This is an optimization exercise on Yosys and OpenROAD, whose aim is small area, a short achievable clock period and few clock cycles, not a production implementation.
In this exercise RTL edits were held to simulation tests only and were not proved equivalent to the original.
No activity file was given, so power comes from the tool's default toggle rates.

## design/flow/config.mk

```make
export PLATFORM = sky130hd
export DESIGN_NAME = wasm_module_stream_parser
export DESIGN_NICKNAME = wasm_module_stream_parser
export VERILOG_FILES = /design/flow/design.v
export SDC_FILE = /design/flow/constraint.sdc
export NUM_CORES = 4
export LEC_CHECK = 0
export CAP_MARGIN = 20
export CORE_MARGIN = 2
export CORE_UTILIZATION = 40
export SLEW_MARGIN = 20
```

## design/flow/constraint.sdc

```tcl
create_clock -name core_clock -period 13.5 [get_ports {clk}]
set_input_delay 2.7000 -clock core_clock [delete_from_list [all_inputs] [get_ports {clk}]]
set_output_delay 2.7000 -clock core_clock [all_outputs]
set_load 0.01 [all_outputs]
```

## design/flow/design.v

```verilog
package wmsp_pkg;
  localparam int LENGTH_BITS_DEF = 32;
  localparam logic [31:0] HDR_MAGIC = 32'h6D73_6100;
  localparam logic [7:0]  FUNC_FORM  = 8'h60;
  localparam int OUT_DEPTH = 4;
  typedef enum logic [3:0] {
    EV_HDR_OK    = 4'd0,
    EV_BAD_HDR   = 4'd1,
    EV_SEC_START = 4'd2,
    EV_TRUNC     = 4'd3,
    EV_PARAM     = 4'd4,
    EV_RESULT    = 4'd5,
    EV_FUNCTYPE  = 4'd6,
    EV_NAMEBYTE  = 4'd7,
    EV_EXPORT    = 4'd8,
    EV_BODY      = 4'd9,
    EV_LOCALS    = 4'd10,
    EV_CODEBYTE  = 4'd11,
    EV_END       = 4'd12
  } event_t;
  localparam logic [7:0] SID_TYPES   = 8'd1;
  localparam logic [7:0] SID_FUNCS   = 8'd3;
  localparam logic [7:0] SID_EXPORTS = 8'd7;
  localparam logic [7:0] SID_BODIES  = 8'd10;
  typedef struct packed {
    logic [3:0]  event_res;
    logic [7:0]  section_id;
    logic [31:0] entry_index;
    logic [7:0]  kind;
    logic [63:0] value;
    logic        last;
  } result_t;
endpackage
module wasm_module_stream_parser #(
  parameter int LENGTH_BITS = wmsp_pkg::LENGTH_BITS_DEF
) (
  input  logic        clk,
  input  logic        rst_n,
  input  logic        in_valid,
  output logic        in_ready,
  input  logic [7:0]  in_data,
  output logic        out_valid,
  input  logic        out_ready,
  output logic [3:0]  out_event,
  output logic [7:0]  out_section_id,
  output logic [31:0] out_entry_index,
  output logic [7:0]  out_kind,
  output logic [63:0] out_value,
  output logic        out_last,
  input  logic        cfg_valid,
  output logic        cfg_ready,
  input  logic [31:0] cfg_module_length
);
  localparam int LB = LENGTH_BITS;
  localparam int QD = wmsp_pkg::OUT_DEPTH;
  localparam int QA = $clog2(QD);
  localparam int RW = 4 + 8 + 32 + 8 + 64 + 1;
  typedef enum logic [23:0] {
    P_HDR     = 24'h000001, P_DONE   = 24'h000002, P_SECID  = 24'h000004,
    P_SECSIZE = 24'h000008, P_SKIP   = 24'h000010, P_TCOUNT = 24'h000020,
    P_TFORM   = 24'h000040, P_TNPAR  = 24'h000080, P_TPAR   = 24'h000100,
    P_TNRES   = 24'h000200, P_TRES   = 24'h000400, P_FCOUNT = 24'h000800,
    P_FIDX    = 24'h001000, P_ECOUNT = 24'h002000, P_ELEN   = 24'h004000,
    P_ENAME   = 24'h008000, P_EKIND  = 24'h010000, P_EIDX   = 24'h020000,
    P_CCOUNT  = 24'h040000, P_CSIZE  = 24'h080000, P_LCOUNT = 24'h100000,
    P_LN      = 24'h200000, P_LTYPE  = 24'h400000, P_CBYTE  = 24'h800000
  } phase_t;
  phase_t      phase_r, phase_nxt;
  logic [LB-1:0] mlen_r, boff_r, boff_nxt, sec_end_r, sec_end_nxt, bend_r, bend_nxt;
  logic [63:0] hdr_r, hdr_nxt, acc_r, acc_nxt, ent_r, ent_nxt, items_r, items_nxt;
  logic [63:0] lrun_r, lrun_nxt;
  logic [6:0]  shift_r, shift_nxt;
  logic [7:0]  cur_sec_r, cur_sec_nxt, ekind_r, ekind_nxt;
  logic [31:0] tcnt_r, tcnt_nxt, bcnt_r, bcnt_nxt, fcnt_r, fcnt_nxt, xcnt_r, xcnt_nxt;
  logic [RW-1:0] q_mem [QD];
  logic [QA-1:0] head_r, tail_r;
  logic [QA:0]   cnt_r;
  logic in_acc, out_acc, cfg_acc, work;
  logic [7:0]  b;
  logic [LB-1:0] pos, leb_lim;
  logic [63:0] acc_or, v;
  logic        leb_done;
  logic        ss_do, ee_do;
  logic [63:0] ss_size;
  logic [7:0]  ss_sec;
  phase_t      ee_start;
  logic [RW-1:0] e0, e1;
  logic        e0_v, e1_v;
  logic [1:0]  push_n;
  assign cfg_ready       = 1'b1;
  assign cfg_acc         = cfg_valid && cfg_ready;
  assign in_ready        = (cnt_r <= (QA+1)'(QD - 2));
  assign in_acc          = in_valid && in_ready;
  assign out_acc         = out_valid && out_ready;
  assign b               = in_data;
  assign pos             = boff_r + LB'(1);
  assign work            = in_acc && (phase_r != P_DONE) && (boff_r < mlen_r);
  assign acc_or          = acc_r | (64'(b[6:0]) << shift_r);
  assign v               = acc_or;
  always_comb begin
    leb_lim = sec_end_r;
    if (phase_r == P_SECSIZE) begin
      leb_lim = mlen_r;
    end else if (phase_r == P_LCOUNT || phase_r == P_LN) begin
      leb_lim = bend_r;
    end
  end
  assign leb_done = !b[7] || (shift_r == 7'd63) || (pos >= leb_lim);
  function automatic logic [RW-1:0] mk_ev(logic [3:0] ev, logic [7:0] sec,
                                               logic [31:0] idx, logic [7:0] kd,
                                               logic [63:0] val);
    mk_ev = {ev, sec, idx, kd, val, 1'b0};
  endfunction
  always_comb begin
    phase_nxt = phase_r;     boff_nxt = boff_r;       sec_end_nxt = sec_end_r;
    bend_nxt = bend_r;       hdr_nxt = hdr_r;         acc_nxt = acc_r;
    ent_nxt = ent_r;         items_nxt = items_r;     lrun_nxt = lrun_r;
    shift_nxt = shift_r;     cur_sec_nxt = cur_sec_r; ekind_nxt = ekind_r;
    tcnt_nxt = tcnt_r;       bcnt_nxt = bcnt_r;       fcnt_nxt = fcnt_r;
    xcnt_nxt = xcnt_r;
    e0 = '0; e1 = '0; e0_v = 1'b0; e1_v = 1'b0;
    ss_do = 1'b0; ss_size = '0; ss_sec = cur_sec_r;
    ee_do = 1'b0; ee_start = P_SKIP;
    if (work) begin
      boff_nxt = pos;
      if (phase_r == P_SECSIZE || phase_r == P_TCOUNT || phase_r == P_FCOUNT ||
          phase_r == P_ECOUNT || phase_r == P_CCOUNT || phase_r == P_TNPAR ||
          phase_r == P_TNRES || phase_r == P_FIDX || phase_r == P_ELEN ||
          phase_r == P_EIDX || phase_r == P_CSIZE || phase_r == P_LCOUNT ||
          phase_r == P_LN) begin
        if (leb_done) begin
          acc_nxt   = '0;
          shift_nxt = '0;
        end else begin
          acc_nxt   = acc_or;
          shift_nxt = shift_r + 7'd7;
        end
      end
      unique case (phase_r)
        P_HDR: begin
          if (boff_r == '0 && mlen_r < LB'(8)) begin
            e0 = mk_ev(wmsp_pkg::EV_BAD_HDR, '0, '0, '0, '0); e0_v = 1'b1;
            phase_nxt = P_DONE;
          end else begin
            hdr_nxt = hdr_r | (64'(b) << {boff_r[2:0], 3'b000});
            if (boff_r == LB'(3) && hdr_nxt[31:0] != wmsp_pkg::HDR_MAGIC) begin
              e0 = mk_ev(wmsp_pkg::EV_BAD_HDR, '0, '0, '0, 64'(hdr_nxt[31:0]));
              e0_v = 1'b1;
              phase_nxt = P_DONE;
            end else if (boff_r == LB'(7)) begin
              e0 = mk_ev(wmsp_pkg::EV_HDR_OK, '0, '0, '0, 64'(hdr_nxt[63:32]));
              e0_v = 1'b1;
              phase_nxt = P_SECID;
            end
          end
        end
        P_SECID: begin
          cur_sec_nxt = b;
          phase_nxt = P_SECSIZE;
          if (pos >= mlen_r) begin
            ss_do = 1'b1; ss_size = '0; ss_sec = b;
          end
        end
        P_SECSIZE: if (leb_done) begin
          ss_do = 1'b1; ss_size = v;
        end
        P_SKIP: ;
        P_TCOUNT, P_FCOUNT, P_ECOUNT, P_CCOUNT: if (leb_done) begin
          ent_nxt = v; ee_do = 1'b1;
          ee_start = (phase_r == P_TCOUNT) ? P_TFORM : (phase_r == P_FCOUNT) ? P_FIDX :
                     (phase_r == P_ECOUNT) ? P_ELEN : P_CSIZE;
        end
        P_TFORM: begin
          if (b == wmsp_pkg::FUNC_FORM) begin
            e0 = mk_ev(wmsp_pkg::EV_FUNCTYPE, cur_sec_r, tcnt_r, '0, 64'(b)); e0_v = 1'b1;
            tcnt_nxt = tcnt_r + 32'd1;
            phase_nxt = P_TNPAR;
          end else begin
            ee_do = 1'b1; ee_start = P_TFORM;
          end
        end
        P_TNPAR: if (leb_done) begin
          items_nxt = v;
          phase_nxt = (v != '0) ? P_TPAR : P_TNRES;
        end
        P_TPAR: begin
          e0 = mk_ev(wmsp_pkg::EV_PARAM, cur_sec_r, tcnt_r - 32'd1, '0, 64'(b)); e0_v = 1'b1;
          items_nxt = items_r - 64'd1;
          if (items_nxt == '0) phase_nxt = P_TNRES;
        end
        P_TNRES: if (leb_done) begin
          items_nxt = v;
          if (v != '0) begin
            phase_nxt = P_TRES;
          end else begin
            ee_do = 1'b1; ee_start = P_TFORM;
          end
        end
        P_TRES: begin
          e0 = mk_ev(wmsp_pkg::EV_RESULT, cur_sec_r, tcnt_r - 32'd1, '0, 64'(b)); e0_v = 1'b1;
          items_nxt = items_r - 64'd1;
          if (items_nxt == '0) begin
            ee_do = 1'b1; ee_start = P_TFORM;
          end
        end
        P_FIDX: if (leb_done) begin
          e0 = mk_ev(wmsp_pkg::EV_FUNCTYPE, cur_sec_r, fcnt_r, '0, 64'(v[31:0])); e0_v = 1'b1;
          fcnt_nxt = fcnt_r + 32'd1;
          ee_do = 1'b1; ee_start = P_FIDX;
        end
        P_ELEN: if (leb_done) begin
          if (v > 64'(sec_end_r - pos)) begin
            phase_nxt = P_EKIND;
          end else begin
            items_nxt = v;
            phase_nxt = (v != '0) ? P_ENAME : P_EKIND;
          end
        end
        P_ENAME: begin
          e0 = mk_ev(wmsp_pkg::EV_NAMEBYTE, cur_sec_r, xcnt_r, '0, 64'(b)); e0_v = 1'b1;
          items_nxt = items_r - 64'd1;
          if (items_nxt == '0) phase_nxt = P_EKIND;
        end
        P_EKIND: begin
          ekind_nxt = b;
          if (pos >= sec_end_r) begin
            e0 = mk_ev(wmsp_pkg::EV_EXPORT, cur_sec_r, xcnt_r, b, '0); e0_v = 1'b1;
            xcnt_nxt = xcnt_r + 32'd1;
            ee_do = 1'b1; ee_start = P_ELEN;
          end else begin
            phase_nxt = P_EIDX;
          end
        end
        P_EIDX: if (leb_done) begin
          e0 = mk_ev(wmsp_pkg::EV_EXPORT, cur_sec_r, xcnt_r, ekind_r, 64'(v[31:0]));
          e0_v = 1'b1;
          xcnt_nxt = xcnt_r + 32'd1;
          ee_do = 1'b1; ee_start = P_ELEN;
        end
        P_CSIZE: if (leb_done) begin
          if (v > 64'(sec_end_r - pos)) begin
            e0 = mk_ev(wmsp_pkg::EV_TRUNC, cur_sec_r, '0, '0, v); e0_v = 1'b1;
            phase_nxt = P_SKIP;
          end else begin
            bend_nxt = LB'(64'(pos) + v);
            e0 = mk_ev(wmsp_pkg::EV_BODY, cur_sec_r, bcnt_r, '0, v); e0_v = 1'b1;
            bcnt_nxt = bcnt_r + 32'd1;
            phase_nxt = P_LCOUNT;
          end
        end
        P_LCOUNT: if (leb_done) begin
          items_nxt = v;
          phase_nxt = (v != '0) ? P_LN : P_CBYTE;
        end
        P_LN: if (leb_done) begin
          lrun_nxt = v;
          phase_nxt = P_LTYPE;
        end
        P_LTYPE: begin
          e0 = mk_ev(wmsp_pkg::EV_LOCALS, cur_sec_r, bcnt_r - 32'd1, b, lrun_r); e0_v = 1'b1;
          lrun_nxt = '0;
          items_nxt = items_r - 64'd1;
          phase_nxt = (items_nxt == '0) ? P_CBYTE : P_LN;
        end
        P_CBYTE: begin
          e0 = mk_ev(wmsp_pkg::EV_CODEBYTE, cur_sec_r, bcnt_r - 32'd1, '0, 64'(b));
          e0_v = 1'b1;
        end
        default: phase_nxt = P_DONE;
      endcase
      if (ss_do) begin
        if (ss_size > 64'(mlen_r - pos)) begin
          e0 = mk_ev(wmsp_pkg::EV_TRUNC, ss_sec, '0, '0, ss_size); e0_v = 1'b1;
          phase_nxt = P_DONE;
        end else begin
          sec_end_nxt = LB'(64'(pos) + ss_size);
          e0 = mk_ev(wmsp_pkg::EV_SEC_START, ss_sec, '0, '0, ss_size); e0_v = 1'b1;
          case (ss_sec)
            wmsp_pkg::SID_TYPES:   phase_nxt = P_TCOUNT;
            wmsp_pkg::SID_FUNCS:   phase_nxt = P_FCOUNT;
            wmsp_pkg::SID_EXPORTS: phase_nxt = P_ECOUNT;
            wmsp_pkg::SID_BODIES:  phase_nxt = P_CCOUNT;
            default:               phase_nxt = P_SKIP;
          endcase
        end
      end
      if (ee_do) begin
        if (ent_nxt == '0) begin
          phase_nxt = P_SKIP;
        end else begin
          ent_nxt = ent_nxt - 64'd1;
          phase_nxt = ee_start;
        end
      end
      if ((phase_nxt == P_LCOUNT || phase_nxt == P_LN || phase_nxt == P_LTYPE ||
           phase_nxt == P_CBYTE) && pos >= bend_nxt) begin
        if (ent_nxt == '0) begin
          phase_nxt = P_SKIP;
        end else begin
          ent_nxt = ent_nxt - 64'd1;
          phase_nxt = P_CSIZE;
        end
      end
      if (phase_nxt != P_HDR && phase_nxt != P_DONE && phase_nxt != P_SECID &&
          phase_nxt != P_SECSIZE && pos >= sec_end_nxt) begin
        phase_nxt = P_SECID;
      end
      if (phase_nxt == P_SECID && pos >= mlen_r) begin
        e1 = mk_ev(wmsp_pkg::EV_END, '0, '0, '0, 64'(mlen_r)); e1_v = 1'b1;
        phase_nxt = P_DONE;
      end
    end
  end
  always_comb begin
    push_n = {1'b0, e0_v} + {1'b0, e1_v};
  end
  always_ff @(posedge clk) begin
    if (!rst_n || cfg_acc) begin
      phase_r <= P_HDR;
      boff_r <= '0; sec_end_r <= '0; bend_r <= '0; hdr_r <= '0; acc_r <= '0;
      ent_r <= '0; items_r <= '0; lrun_r <= '0; shift_r <= '0; cur_sec_r <= '0;
      ekind_r <= '0; tcnt_r <= '0; bcnt_r <= '0; fcnt_r <= '0; xcnt_r <= '0;
    end else begin
      phase_r <= phase_nxt;
      boff_r <= boff_nxt; sec_end_r <= sec_end_nxt; bend_r <= bend_nxt;
      hdr_r <= hdr_nxt; acc_r <= acc_nxt; ent_r <= ent_nxt; items_r <= items_nxt;
      lrun_r <= lrun_nxt; shift_r <= shift_nxt; cur_sec_r <= cur_sec_nxt;
      ekind_r <= ekind_nxt; tcnt_r <= tcnt_nxt; bcnt_r <= bcnt_nxt;
      fcnt_r <= fcnt_nxt; xcnt_r <= xcnt_nxt;
    end
  end
  always_ff @(posedge clk) begin
    if (!rst_n) begin
      mlen_r <= '0;
    end else if (cfg_acc) begin
      mlen_r <= LB'(cfg_module_length);
    end
  end
  logic [RW-1:0] e0_q, e1_q;
  assign e0_q = {e0[RW-1:1], !e1_v};
  assign e1_q = {e1[RW-1:1], 1'b1};
  always_ff @(posedge clk) begin
    if (e0_v) begin
      q_mem[tail_r] <= e0_q;
      if (e1_v) begin
        q_mem[tail_r + QA'(1)] <= e1_q;
      end
    end else if (e1_v) begin
      q_mem[tail_r] <= e1_q;
    end
  end
  always_ff @(posedge clk) begin
    if (!rst_n) begin
      head_r <= '0;
      tail_r <= '0;
      cnt_r  <= '0;
    end else begin
      tail_r <= tail_r + QA'(push_n);
      head_r <= head_r + QA'(out_acc);
      cnt_r  <= cnt_r + (QA+1)'(push_n) - (QA+1)'(out_acc);
    end
  end
  wmsp_pkg::result_t q_head;
  assign q_head          = q_mem[head_r];
  assign out_valid       = (cnt_r != '0);
  assign out_event       = q_head.event_res;
  assign out_section_id  = q_head.section_id;
  assign out_entry_index = q_head.entry_index;
  assign out_kind        = q_head.kind;
  assign out_value       = q_head.value;
  assign out_last        = q_head.last;
endmodule
```

## design/flow/run.sh

```bash
#!/bin/bash
# synth_recipe.tcl (not shown) runs the flow's synth.tcl, then flattens the netlist and writes it again
# the make line also repeats each setting of config.mk as NAME=value (left out here)
make -C /OpenROAD-flow-scripts/flow DESIGN_CONFIG=/design/flow/config.mk WORK_HOME=/design/flow/orfs CLKGATE_MAP_FILE= SYNTH_SCRIPT=/design/flow/synth_recipe.tcl finish
```

==> run summary <==
## area by class of cell
| cell class | count | share of cell area |
|---|---|---|
| Tap cell | 2340 | 0.0359 |
| Timing Repair Buffer | 551 | 0.0609 |
| Clock buffer | 183 | 0.0469 |
| Clock inverter | 51 | 0.00843 |
| Sequential cell | 1098 | 0.286 |
| Multi-Input combinational cell | 6882 | 0.550 |
| Antenna cell | 8 | 0.000245 |
| Inverter | 254 | 0.0119 |
## state kept, by name, indices dropped and copies added, names as in the netlist, 3 cells and up
register	count
mlen_r	32
fcnt_r	32
boff_r	32
ent_r	64
tcnt_r	32
lrun_r	64
items_r	64
bcnt_r	32
acc_r	64
cur_sec_r	8
ekind_r	8
phase_r	24
cnt_r	3
q_mem	468
shift_r	7
sec_end_r	32
hdr_r	64
xcnt_r	32
bend_r	32
## power by group through the flow
| stage | logic [mW] | registers, mW | clock network (mW) |
|---|---|---|---|
| floorplan | 1.27 | 3.42 | 0 |
| global placement | 1.93 | 3.49 | 0 |
| detailed placement | 1.95 | 3.49 | 0 |
| CTS | 1.97 | 3.41 | 3.79 |
| global route | 2.16 | 3.42 | 3.92 |
| finish | 2.03 | 3.41 | 3.75 |
## placed cells by master, fill, tap and decap left out, types with 239 or more instances in the layout
| master | synthesis | routed |
|---|---|---|
| inv_1 | 247 | 243 |
| dfxtp_1 | 962 | 960 |
| nand3_1 | 241 | 239 |
| nor3_1 | 277 | 268 |
| buf_4 | 1 | 349 |
| a21oi_1 | 664 | 657 |
| nor2_1 | 935 | 916 |
| o21ai_0 | 693 | 686 |
| nand2_1 | 995 | 989 |
| ha_1 | 405 | 402 |
## path summary, 6_finish.rpt
kind                              startpoint            to  slack [ps]  depth (start not counted)
worst max-delay path               boff_r[1]     ent_r[59]         420                         56
worst min-delay path            q_mem[3][76]  q_mem[3][76]         450                          2
worst max register to register     boff_r[1]     ent_r[59]         420                         56
worst min register to register  q_mem[3][76]  q_mem[3][76]         450                          2
## cells in the mapped netlist (all sizes together), types with 19 or more instances
cell / n / area (um^2)
nand2: 996 / 3740
dfxtp: 962 / 19300
nor2: 935 / 3510
o21ai: 700 / 3500
a21oi: 668 / 3360
clkbuf: 550 / 2060
ha: 405 / 5070
nor3: 278 / 1400
inv: 253 / 950
nand3: 241 / 1210
xnor2: 225 / 1970
a22o: 198 / 1730
xor2: 180 / 1580
nand4: 148 / 926
mux2i: 140 / 1400
edfxtp: 136 / 4080
nor4: 132 / 877
a31oi: 129 / 807
mux4: 119 / 2680
or3: 115 / 724
a21o: 108 / 811
nor2b: 102 / 638
a211oi: 89 / 673
and3: 84 / 526
buf: 70 / 299
and2: 65 / 407
o22ai: 64 / 407
nand2b: 60 / 375
or4: 58 / 443
a22oi: 55 / 413
o21a: 39 / 293
or2: 37 / 231
o31ai: 36 / 270
a222oi: 35 / 350
o211ai: 33 / 248
a221oi: 25 / 219
nand3b: 25 / 188
nor4b: 24 / 223
nor3b: 20 / 150
o2111ai: 20 / 175
and4: 19 / 166
## per-layer routing
layer,global-route usage,routed length (um),vias up
met1,0.431,125000,34725
met2,0.508,135000,3625
met4,0.183,19100,18
met3,0.0724,30100,796
li1,-,-,32412
met5,0,114,-
## repair_timing
action	in CTS	in global routing
pin swaps	2	20
gates cloned	0	1
setup buffers	0	10
gates resized for setup	21	46
endpoints found under the setup margin	629	681
## worst max-delay path: cells and delay by family (launching register included)
kind	cells	cell delay [ps]
AO/OA/AOI/OAI	28	5530
AND/OR/NAND/NOR	16	4200
adder cells (fa/ha/maj)	4	1500
buffers and inverters	6	1100
flip-flops	1	360
XOR/XNOR	1	120
multiplexers	1	120
## logic make-up after synthesis
kind of cell    share of synthesized area
other cells                     0.0000529
flops                               0.329
simple gates                        0.229
mux                                0.0593
compound gates                      0.213
buf+inv                            0.0468
xor+xnor                           0.0500
fa+ha+maj                          0.0729
## per-stage QoR
| stage | setup TNS, ps | util | cell area [um^2] |
|---|---|---|---|
| 4_1_cts | 0 | 0.461 | 81300 |
| 3_5_place_dp | -329660 | 0.435 | 76700 |
| 6_report | 0 | 0.463 | 81600 |
| 5_1_grt | -3100 | 0.463 | 81600 |
| 3_3_place_gp | -275180 | 0.435 | 76600 |
| 2_1_floorplan | 0 | - | 70900 |
==> reports/metrics.csv <==
stage,metric,value,unit
global_route,grt_overflow,0,
power,power.leakage,31.4,nW
die,die_y,425,um
synth,synth_cells,8854,
synth,ys_ff_latch,1098,
power,p_sw_frac,0.319,
worst_setup_path,worst_setup_path_end_kind,flop,
worst_setup_path,path_common_cell,a21oi_1,
global_route,grt_max_degree,186,
worst_hold_path,hp-class,flop to flop,
cts,root_buffer,clkbuf_16,
die,die_area,0.181,mm^2
routing,viasPerCell,6.30,
cts,cts_buffer_depth,3,
cts,cts_max_level,4,
finish,drive_above_1_share,0.103,
cts,cts.sinks,1098,
cts,cts_tree,yes,
sta,slew_violations,0,
die,dieWidth,425,um
outcome,status,"complete, no violations",
synth,ys_warn_count,1,
worst_setup_path,crit_slowest_cell,or4_4,
die,pin_count,165,
power,power.share.combinational,0.221,
placement,placed_cells_incl_taps,11114,
power,power.share.clock,0.408,
run,maxCapViolations,0,
die,rows,154,
synth,avgSynthCellArea,8.01,um^2
power,p_per_area,113,mW/mm^2
sta,fin_crit_sh,0.969,
finish,ff_latch_area,0.0233,mm^2
finish,nets,9375,
global_route,grt_pass1_wl,451000,um
cts,insertion_delay,820,ps
synth,synth-edff-count,136,
worst_setup_path,critPathKind,flop to flop,
sta,worstMarginPinSlew,1290,ps
finish,layoutNonFillerInstCount,11367,
cts,clk_pin_slew_worst_paths,60,ps
finish,area.growth.synth_to_final,15.1,%
synth,ys_types,98,
cts,holdBufCountCts,0,
sta,finalCriticalPeriod,13080,ps
synth,synth_area,0.0709,mm^2
power,p_int,6.26,mW
routing,ant_nets,0,
synth,seq_area_frac_synth,0.329,
global_route,grt_use_total,0.331,
power,power_switching,2.94,mW
finish,multi_input_area,0.0449,mm^2
placement,io_buffers,163,
sta,worst_slack,421,ps
global_route,grt_pass1_vias,66925,
placement,place_ws,-862,ps
worst_setup_path,slowest_delay,550,ps
routing,wl_per_cell,27.3,um
die,core-area,0.176,mm^2
sta,relSlewSlack,0.141,
worst_setup_path,crit_arrival,13810,ps
sta,finalHoldViolCount,0,
cts,numCtsBuffers,133,
power,pwr-share-seq,0.371,
routing,routed_wl,310000,um
power,irDropWorstVdd,0.140,mV
power,power,9.20,mW
sta,holdWs,446,ps
worst_setup_path,required,14230,ps
sta,worst_clock_skew,44.1,ps
worst_setup_path,cp-start-kind,flop,
routing,dr.pass1.iters,9,
finish,fill_cells,17318,
synth,synthArstFlopShare,0,
sta,fmax,76.5,MHz
die,start_util,0.403,
synth,synth_nets,9309,
routing,drtIter0Drc,8192,
placement,routabilityCongestion,1.02,
routing,drc,0,
sta,setup_viol,0,
synth,synth_flop_cell,dfxtp_1,
worst_setup_path,cp_max_fo,26,
global_route,antenna_found_initial,13,
routing,vias,71576,
placement,dp_hpwl,229000,um
Testbench counts, summed over its fixed seeds: cycles 31,261.

what the ideal ports hide:
The results above use ideal ports. As a check the final layout listed here was re-extracted and re-timed, cells and wires unchanged.
Step 1, drivers: a clkbuf_16 drives clk and a buf_2 each remaining input, both assumed.
Step 2 times the ports against the registers' clock, not the clock port: input delays grow and output delays shrink by t, the midpoint of the rising clock arrivals with the driver on.
a / b / c = no drivers / after step 1 / after step 2; a / b = the first two.
t (ns): 0.893
slack for setup (ns): 0.421 / 0.421 / -0.018
clock arrival spread, ns: 0.045 / 0.044
slew at the worst register clock pin (ns): 0.07 / 0.07
worst data-port slew with drivers (ns): 0.07
Met with ideal ports but missed after step 2: setup timing in this run. The setup slack of this run moves by 0.000 ns with the drivers and by -0.439 ns with both steps.
